What follows belongs to an exercise in optimizing a design on an open flow for small area, a short achievable clock period and few clock cycles; a production flow would make more cautious choices. Power is estimated from default activity; no workload was simulated.

==> flow/design.v <==
package snn_pkg;
  localparam int unsigned DefaultOutN  = 10;
  localparam int unsigned DefaultDepth = 128;
  localparam int unsigned IDX_W        = $clog2(DefaultOutN);
  localparam int unsigned ADDR_W       = $clog2(DefaultDepth);
endpackage
module spike_count_bank #(
  parameter int unsigned OUT_N = 10,
  parameter int unsigned CNT_W = 7,
  parameter int unsigned IDX_W = $clog2(OUT_N)
) (
  input  logic                 clk,
  input  logic                 first,
  input  logic [OUT_N-1:0]     spikes,    
  output logic [CNT_W-1:0]     max_o,     
  output logic [IDX_W-1:0]     idx_o      
);
  localparam logic [CNT_W-1:0] CntMax = '1;
  logic [OUT_N-1:0][CNT_W-1:0] dist_q, dist_d, dist_b, dist_p, dist_m;
  logic [OUT_N-1:0]            zero_q, zero_d;    
  logic [CNT_W-1:0]            max_q, max_d, max_b;
  logic                        sat_q, sat_d;      
  logic [OUT_N-1:0]            zero_b, one_b, inc;
  logic                        sat_b, up;
  always_comb begin
    for (int k = 0; k < int'(OUT_N); k++) begin
      zero_b[k] = first || zero_q[k];
      one_b[k]  = !first && (dist_q[k] == CNT_W'(1));
      dist_b[k] = first ? '0 : dist_q[k];
    end
    sat_b = !first && sat_q;
    max_b = first ? '0 : max_q;
    up = (|(spikes & zero_b)) && !sat_b;
    for (int k = 0; k < int'(OUT_N); k++) begin
      inc[k] = spikes[k] && !(zero_b[k] && sat_b);
      dist_p[k] = first ? CNT_W'(1) : dist_q[k] + CNT_W'(1);
      dist_m[k] = dist_q[k] - CNT_W'(1);
      if (inc[k]) dist_d[k] = up ? dist_b[k] : dist_m[k];
      else        dist_d[k] = up ? dist_p[k] : dist_b[k];
      zero_d[k] = (zero_b[k] && (up == inc[k])) || (one_b[k] && !up && inc[k]);
    end
    max_d = up ? max_b + CNT_W'(1) : max_b;
    sat_d = up ? (max_b == CntMax - CNT_W'(1)) : sat_b;
  end
  always_ff @(posedge clk) begin
    dist_q <= dist_d;
    zero_q <= zero_d;
    max_q  <= max_d;
    sat_q  <= sat_d;
  end
  always_comb begin
    idx_o = '0;
    for (int k = int'(OUT_N) - 1; k >= 0; k--) begin
      if (zero_q[k]) idx_o = IDX_W'(k);
    end
  end
  assign max_o = max_q;
endmodule
import snn_pkg::*;
module snn_frame_controller #(
  parameter int unsigned IN_W    = 19,
  parameter int unsigned DEPTH   = snn_pkg::DefaultDepth,
  parameter int unsigned OUT_N   = snn_pkg::DefaultOutN,
  parameter int unsigned CNT_W   = 7,
  parameter int unsigned REPEAT  = 4,
  parameter int unsigned NET_LAT = 2
) (
  input  logic                       clk,
  input  logic                       rstn,
  input  logic                       in_valid_i,
  output logic                       in_ready_o,
  input  logic [IN_W-1:0]            in_data_i,
  input  logic                       in_last_i,
  input  logic                       abort_i,
  output logic                       net_valid_o,
  output logic [IN_W-1:0]            net_data_o,
  input  logic [OUT_N-1:0]           spike_i,
  output logic                       result_valid_o,
  input  logic                       result_ready_i,
  output logic [$clog2(OUT_N)-1:0]   result_idx_o,
  output logic [CNT_W-1:0]           result_cnt_o
);
  localparam int unsigned AddrW = $clog2(DEPTH);
  localparam int unsigned IdxW  = $clog2(OUT_N);
  localparam int unsigned PassW = (REPEAT > 2) ? $clog2(REPEAT - 1) : 1;
  localparam int unsigned RowW  = 3;
  localparam int unsigned BlkW  = 2;
  localparam int unsigned BankW = AddrW - RowW - BlkW;
  localparam int unsigned NRow  = 1 << RowW;
  localparam int unsigned NBlk  = 1 << BlkW;
  localparam int unsigned NBank = 1 << BankW;
  localparam int unsigned NBufLo = 1 << RowW;
  localparam int unsigned NBufHi = DEPTH / NBufLo;
  localparam logic [AddrW-1:0] LastPtr  = AddrW'(DEPTH - 1);
  localparam logic [PassW-1:0] LastPass = PassW'(REPEAT - 2);
  typedef enum logic [1:0] {RdHold, RdNext, RdZero} rd_move_e;
  logic              load_q, load_d;       
  logic              busy_q;               
  logic              rdy_q;                
  logic [AddrW-1:0]  wr_q, wr_d;           
  logic              wlast_q, wlast_d;     
  logic              wz_q, wz_d;           
  logic              w1_q, w1_d;           
  logic [NBufHi-1:0] wgrp_q;               
  logic [NBufLo-1:0] wrow_q;               
  logic [IN_W-1:0]   wd_q;
  logic [AddrW-1:0]  last_q, last_d;       
  logic              fa_q, fa_d;           
  logic [PassW-1:0]  pass_q, pass_d;       
  logic [AddrW-1:0]  rem_q, rem_d;         
  logic              skip_q, skip_d;       
  logic [NRow-1:0]   rrow_q;               
  logic [NRow-1:0]   rrow1_q;              
  logic [NBlk-1:0]   rblk_q;
  logic [NBank-1:0]  rbank_q;
  logic              atl_q, atl_d;         
  rd_move_e          rd_move;
  logic [NBank-1:0][IN_W-1:0] bank_q;      
  logic [NBank-1:0]  sbank_q;              
  logic              pv_q, pv_d;           
  logic              pl_q, pl_d;           
  logic              nv_q, nv_d;           
  logic              nf_q, nf_d;           
  logic              nl_q, nl_d;           
  logic [IN_W-1:0]   nd_q, nd_d;
  logic [NET_LAT:1]  v_q, f_q, l_q;        
  logic              cv_q, cf_q, cl_q;     
  logic [OUT_N-1:0]  sp_q;                 
  logic              fin_q;                
  logic              rv_q;
  logic [IdxW-1:0]   ri_q;
  logic [CNT_W-1:0]  rc_q;
  logic [IN_W-1:0]   mem [DEPTH];
  logic [IN_W-1:0]   rd_word;
  logic              acc, frame_end, last_fetch, fetch, pend, take;
  logic [CNT_W-1:0]  max_w;
  logic [IdxW-1:0]   idx_w;
  assign load_q     = !busy_q;
  assign acc        = load_q && in_valid_i && !abort_i;
  assign frame_end  = in_last_i || wlast_q;
  assign take       = rv_q && result_ready_i && !abort_i;
  assign pend       = (nv_q && nl_q) || (|(v_q & l_q)) || (cv_q && cl_q) || fin_q;
  assign last_fetch = atl_q && (pass_q == LastPass);
  assign fetch      = fa_q && !skip_q && !(last_fetch && (pend || rv_q));
  always_comb begin
    rd_word = '0;
    for (int b = 0; b < int'(NBank); b++) begin
      rd_word = rd_word | (bank_q[b] & {IN_W{sbank_q[b]}});
    end
  end
  always_comb begin
    load_d  = load_q;
    wr_d    = wr_q;
    wlast_d = wlast_q;
    wz_d    = wz_q;
    w1_d    = w1_q;
    rem_d   = rem_q;
    skip_d  = 1'b0;
    last_d  = last_q;
    fa_d    = fa_q;
    pass_d  = pass_q;
    atl_d   = atl_q;
    rd_move = RdHold;
    pv_d    = 1'b0;
    pl_d    = 1'b0;
    nv_d    = 1'b0;
    nf_d    = 1'b0;
    nl_d    = 1'b0;
    nd_d    = pv_q ? rd_word : in_data_i;
    if (load_q) begin
      rd_move = RdZero;
      if (acc) begin
        nv_d = 1'b1;
        nf_d = wz_q;
        if (frame_end) begin
          last_d  = wr_q;
          wr_d    = '0;
          wlast_d = 1'b0;
          wz_d    = 1'b1;
          w1_d    = 1'b0;
          load_d  = 1'b0;
          fa_d    = 1'b1;
          pass_d  = '0;
          if (wz_q || w1_q) begin
            atl_d  = wz_q;
            rem_d  = wr_q;
            skip_d = wz_q;
          end else begin
            pv_d    = 1'b1;
            rd_move = RdNext;
            atl_d   = 1'b0;
            rem_d   = wr_q - AddrW'(1);
          end
        end else begin
          wr_d    = wr_q + AddrW'(1);
          wlast_d = (wr_q == LastPtr - AddrW'(1));
          wz_d    = 1'b0;
          w1_d    = wz_q;
        end
      end
    end else begin
      if (!fa_q && !pv_q) load_d = 1'b1;
      if (pv_q) begin
        nv_d = 1'b1;
        nl_d = pl_q;
        if (pl_q) load_d = 1'b1;
      end
      if (fetch) begin
        pv_d = 1'b1;
        pl_d = last_fetch;
        if (atl_q) begin
          rd_move = RdZero;
          atl_d   = (last_q == '0);
          rem_d   = last_q;
          if (pass_q == LastPass) fa_d = 1'b0;
          else                    pass_d = pass_q + PassW'(1);
        end else begin
          rd_move = RdNext;
          atl_d   = (rem_q == AddrW'(1));
          rem_d   = rem_q - AddrW'(1);
        end
      end
    end
    if (abort_i) begin
      load_d  = 1'b1;
      wr_d    = '0;
      wlast_d = 1'b0;
      wz_d    = 1'b1;
      w1_d    = 1'b0;
      fa_d    = 1'b0;
      pv_d    = 1'b0;
      nv_d    = 1'b0;
      rd_move = RdZero;
    end
  end
  always_ff @(posedge clk or negedge rstn) begin
    if (!rstn) begin
      busy_q  <= 1'b1;
      rdy_q   <= 1'b0;
      wr_q    <= '0;
      wlast_q <= 1'b0;
      wz_q    <= 1'b1;
      w1_q    <= 1'b0;
      wgrp_q  <= '0;
      fa_q    <= 1'b0;
      pv_q    <= 1'b0;
      nv_q    <= 1'b0;
      nl_q    <= 1'b0;
      v_q     <= '0;
      l_q     <= '0;
      cv_q    <= 1'b0;
      cl_q    <= 1'b0;
      fin_q   <= 1'b0;
      rv_q    <= 1'b0;
    end else begin
      busy_q <= !load_d;
      rdy_q  <= load_d;
      wr_q   <= wr_d;
      wlast_q <= wlast_d;
      wz_q    <= wz_d;
      w1_q    <= w1_d;
      wgrp_q <= acc ? NBufHi'(1) << wr_q[AddrW-1:RowW] : '0;
      fa_q   <= fa_d;
      pv_q   <= pv_d;
      nv_q   <= nv_d;
      nl_q   <= nl_d;
      v_q    <= abort_i ? '0 : {v_q[NET_LAT-1:1], nv_q};
      l_q    <= {l_q[NET_LAT-1:1], nl_q};
      cv_q   <= abort_i ? 1'b0 : v_q[NET_LAT];
      cl_q   <= l_q[NET_LAT];
      fin_q  <= !abort_i && cv_q && cl_q;
      rv_q   <= !abort_i && (fin_q || (rv_q && !take));
    end
  end
  always_ff @(posedge clk) begin
    last_q  <= last_d;
    rem_q   <= rem_d;
    skip_q  <= skip_d;
    wrow_q  <= NBufLo'(1) << wr_q[RowW-1:0];
    wd_q    <= in_data_i;
    pass_q  <= pass_d;
    atl_q   <= atl_d;
    pl_q    <= pl_d;
    sbank_q <= rbank_q;
    unique case (rd_move)
      RdNext: begin
        rrow_q  <= {rrow_q[NRow-2:0], rrow_q[NRow-1]};
        rrow1_q <= {rrow1_q[NRow-2:0], rrow1_q[NRow-1]};
        if (rrow_q[NRow-1]) begin
          rblk_q <= {rblk_q[NBlk-2:0], rblk_q[NBlk-1]};
          if (rblk_q[NBlk-1]) rbank_q <= {rbank_q[NBank-2:0], rbank_q[NBank-1]};
        end
      end
      RdZero: begin
        rrow_q  <= NRow'(1);
        rrow1_q <= NRow'(2);
        rblk_q  <= NBlk'(1);
        rbank_q <= NBank'(1);
      end
      default: ;
    endcase
    nf_q    <= nf_d;
    nd_q    <= nd_d;
    f_q     <= {f_q[NET_LAT-1:1], nf_q};
    cf_q    <= f_q[NET_LAT] && v_q[NET_LAT];
    sp_q    <= v_q[NET_LAT] ? spike_i : '0;
    if (fin_q) begin
      ri_q <= idx_w;
      rc_q <= max_w;
    end
  end
  always_ff @(posedge clk) begin
    for (int b = 0; b < int'(NBank); b++) begin
      logic [IN_W-1:0] w;
      w = '0;
      for (int k = 0; k < int'(NBlk); k++) begin
        logic [IN_W-1:0] blk;
        blk = '0;
        for (int r = 0; r < int'(NRow); r++) begin
          blk = blk | (mem[(b * NBlk + k) * NRow + r]
                       & {IN_W{(b < int'(NBank) / 2) ? rrow_q[r] : rrow1_q[(r + 1) % NRow]}});
        end
        w = w | (blk & {IN_W{rblk_q[k]}});
      end
      bank_q[b] <= w;
    end
  end
  always_ff @(posedge clk) begin
    for (int r = 0; r < int'(DEPTH); r++) begin
      if (wgrp_q[r / NBufLo] && wrow_q[r % NBufLo]) mem[r] <= wd_q;
    end
  end
  spike_count_bank #(
    .OUT_N (OUT_N),
    .CNT_W (CNT_W),
    .IDX_W (IdxW)
  ) u_count_bank (
    .clk    (clk),
    .first  (cf_q),
    .spikes (sp_q),
    .max_o  (max_w),
    .idx_o  (idx_w)
  );
  assign in_ready_o     = rdy_q;
  assign net_valid_o    = nv_q;
  assign net_data_o     = nd_q;
  assign result_valid_o = rv_q;
  assign result_idx_o   = ri_q;
  assign result_cnt_o   = rc_q;
endmodule
make LEC_CHECK=0 CAP_MARGIN=5 CORE_MARGIN=2 CORE_UTILIZATION=40 CTS_CLUSTER_DIAMETER=100 CTS_CLUSTER_SIZE=30 SETUP_SLACK_MARGIN=2.6 SLEW_MARGIN=5 finish   # period 5.0 ns
run.sh (not shown) runs the stock make flow with config.mk's settings and CLKGATE_MAP_FILE= SYNTH_SCRIPT=/design/flow/synth_recipe.tcl, a recipe that flattens the netlist after the stock synthesis.
Next try:
--- a/flow/design.v
+++ b/flow/design.v
@@ -85,8 +85,7 @@
   localparam int unsigned PassW = (REPEAT > 2) ? $clog2(REPEAT - 1) : 1;
   localparam int unsigned RowW  = 3;
-  localparam int unsigned BlkW  = 2;
-  localparam int unsigned BankW = AddrW - RowW - BlkW;
-  localparam int unsigned NRow  = 1 << RowW;
-  localparam int unsigned NBlk  = 1 << BlkW;
+  localparam int unsigned SlotW = 5;
+  localparam int unsigned BankW = AddrW - SlotW;
+  localparam int unsigned NSlot = 1 << SlotW;
   localparam int unsigned NBank = 1 << BankW;
   localparam int unsigned NBufLo = 1 << RowW;
@@ -94,5 +93,4 @@
   localparam logic [AddrW-1:0] LastPtr  = AddrW'(DEPTH - 1);
   localparam logic [PassW-1:0] LastPass = PassW'(REPEAT - 2);
-  typedef enum logic [1:0] {RdHold, RdNext, RdZero} rd_move_e;
   logic              load_q, load_d;       
   logic              busy_q;               
@@ -110,10 +108,9 @@
   logic [AddrW-1:0]  rem_q, rem_d;         
   logic              skip_q, skip_d;       
-  logic [NRow-1:0]   rrow_q;               
-  logic [NRow-1:0]   rrow1_q;              
-  logic [NBlk-1:0]   rblk_q;
+  logic [NSlot-1:0]  rslot_q;              
   logic [NBank-1:0]  rbank_q;
   logic              atl_q, atl_d;         
-  rd_move_e          rd_move;
+  logic              rd_next, rd_zero;     
+  logic              fe_next;              
   logic [NBank-1:0][IN_W-1:0] bank_q;      
   logic [NBank-1:0]  sbank_q;              
@@ -149,4 +146,7 @@
     end
   end
+  assign fe_next = acc && frame_end && !(wz_q || w1_q);
+  assign rd_next = !abort_i && (load_q ? fe_next : (fetch && !atl_q));
+  assign rd_zero = abort_i || (load_q ? !fe_next : (fetch && atl_q));
   always_comb begin
     load_d  = load_q;
@@ -161,5 +161,4 @@
     pass_d  = pass_q;
     atl_d   = atl_q;
-    rd_move = RdHold;
     pv_d    = 1'b0;
     pl_d    = 1'b0;
@@ -169,5 +168,4 @@
     nd_d    = pv_q ? rd_word : in_data_i;
     if (load_q) begin
-      rd_move = RdZero;
       if (acc) begin
         nv_d = 1'b1;
@@ -188,5 +186,4 @@
           end else begin
             pv_d    = 1'b1;
-            rd_move = RdNext;
             atl_d   = 1'b0;
             rem_d   = wr_q - AddrW'(1);
@@ -210,5 +207,4 @@
         pl_d = last_fetch;
         if (atl_q) begin
-          rd_move = RdZero;
           atl_d   = (last_q == '0);
           rem_d   = last_q;
@@ -216,5 +212,4 @@
           else                    pass_d = pass_q + PassW'(1);
         end else begin
-          rd_move = RdNext;
           atl_d   = (rem_q == AddrW'(1));
           rem_d   = rem_q - AddrW'(1);
@@ -231,5 +226,4 @@
       pv_d    = 1'b0;
       nv_d    = 1'b0;
-      rd_move = RdZero;
     end
   end
@@ -283,21 +277,11 @@
     pl_q    <= pl_d;
     sbank_q <= rbank_q;
-    unique case (rd_move)
-      RdNext: begin
-        rrow_q  <= {rrow_q[NRow-2:0], rrow_q[NRow-1]};
-        rrow1_q <= {rrow1_q[NRow-2:0], rrow1_q[NRow-1]};
-        if (rrow_q[NRow-1]) begin
-          rblk_q <= {rblk_q[NBlk-2:0], rblk_q[NBlk-1]};
-          if (rblk_q[NBlk-1]) rbank_q <= {rbank_q[NBank-2:0], rbank_q[NBank-1]};
-        end
-      end
-      RdZero: begin
-        rrow_q  <= NRow'(1);
-        rrow1_q <= NRow'(2);
-        rblk_q  <= NBlk'(1);
-        rbank_q <= NBank'(1);
-      end
-      default: ;
-    endcase
+    if (rd_zero) begin
+      rslot_q <= NSlot'(1);
+      rbank_q <= NBank'(1);
+    end else if (rd_next) begin
+      rslot_q <= {rslot_q[NSlot-2:0], rslot_q[NSlot-1]};
+      if (rslot_q[NSlot-1]) rbank_q <= {rbank_q[NBank-2:0], rbank_q[NBank-1]};
+    end
     nf_q    <= nf_d;
     nd_q    <= nd_d;
@@ -314,12 +298,6 @@
       logic [IN_W-1:0] w;
       w = '0;
-      for (int k = 0; k < int'(NBlk); k++) begin
-        logic [IN_W-1:0] blk;
-        blk = '0;
-        for (int r = 0; r < int'(NRow); r++) begin
-          blk = blk | (mem[(b * NBlk + k) * NRow + r]
-                       & {IN_W{(b < int'(NBank) / 2) ? rrow_q[r] : rrow1_q[(r + 1) % NRow]}});
-        end
-        w = w | (blk & {IN_W{rblk_q[k]}});
+      for (int k = 0; k < int'(NSlot); k++) begin
+        w = w | (mem[b * NSlot + k] & {IN_W{rslot_q[k]}});
       end
       bank_q[b] <= w;
Outcome: Global-route usage increases by 5.4 points; power is lower by 3.5%; combinational power drops by 51%; final area is higher by 0.59%; critical path depth decreases by 6; via count came out higher by 8.2%; setup slack is worse by 8.6 ps; sequential share of layout area came out lower by 0.32 points.
No run of this note included a check of the RTL's function; only the layout flow was run.

## re-timing with driven ports
No port has a modelled driver above. Below, the same layouts with a new extraction and two added sets of constraints.
Step 1: set_driving_cell puts a clkbuf_16 on clk and a buf_2 on each other input, an assumption about the parent block.
Step 2 times the ports against the registers' clock, not the clock port: input delays grow and output delays shrink by t, the midpoint of the rising clock arrivals with the driver on.
Three values: ideal ports, drivers, drivers and shift; two values: the first two.
| run | shift t [ns] | setup WS [ns] | clock arrival spread, ns |
|---|---|---|---|
| the first run | 0.891 | 2.516 / 2.532 / 1.697 | 0.094 / 0.093 |
| the second run | 0.901 | 2.508 / 2.508 / 1.836 | 0.119 / 0.119 |
After both steps setup and hold are still met in every run listed. The setup slack of the first run, which loses most, moves by +0.016 ns with the drivers and by -0.819 ns with both steps.
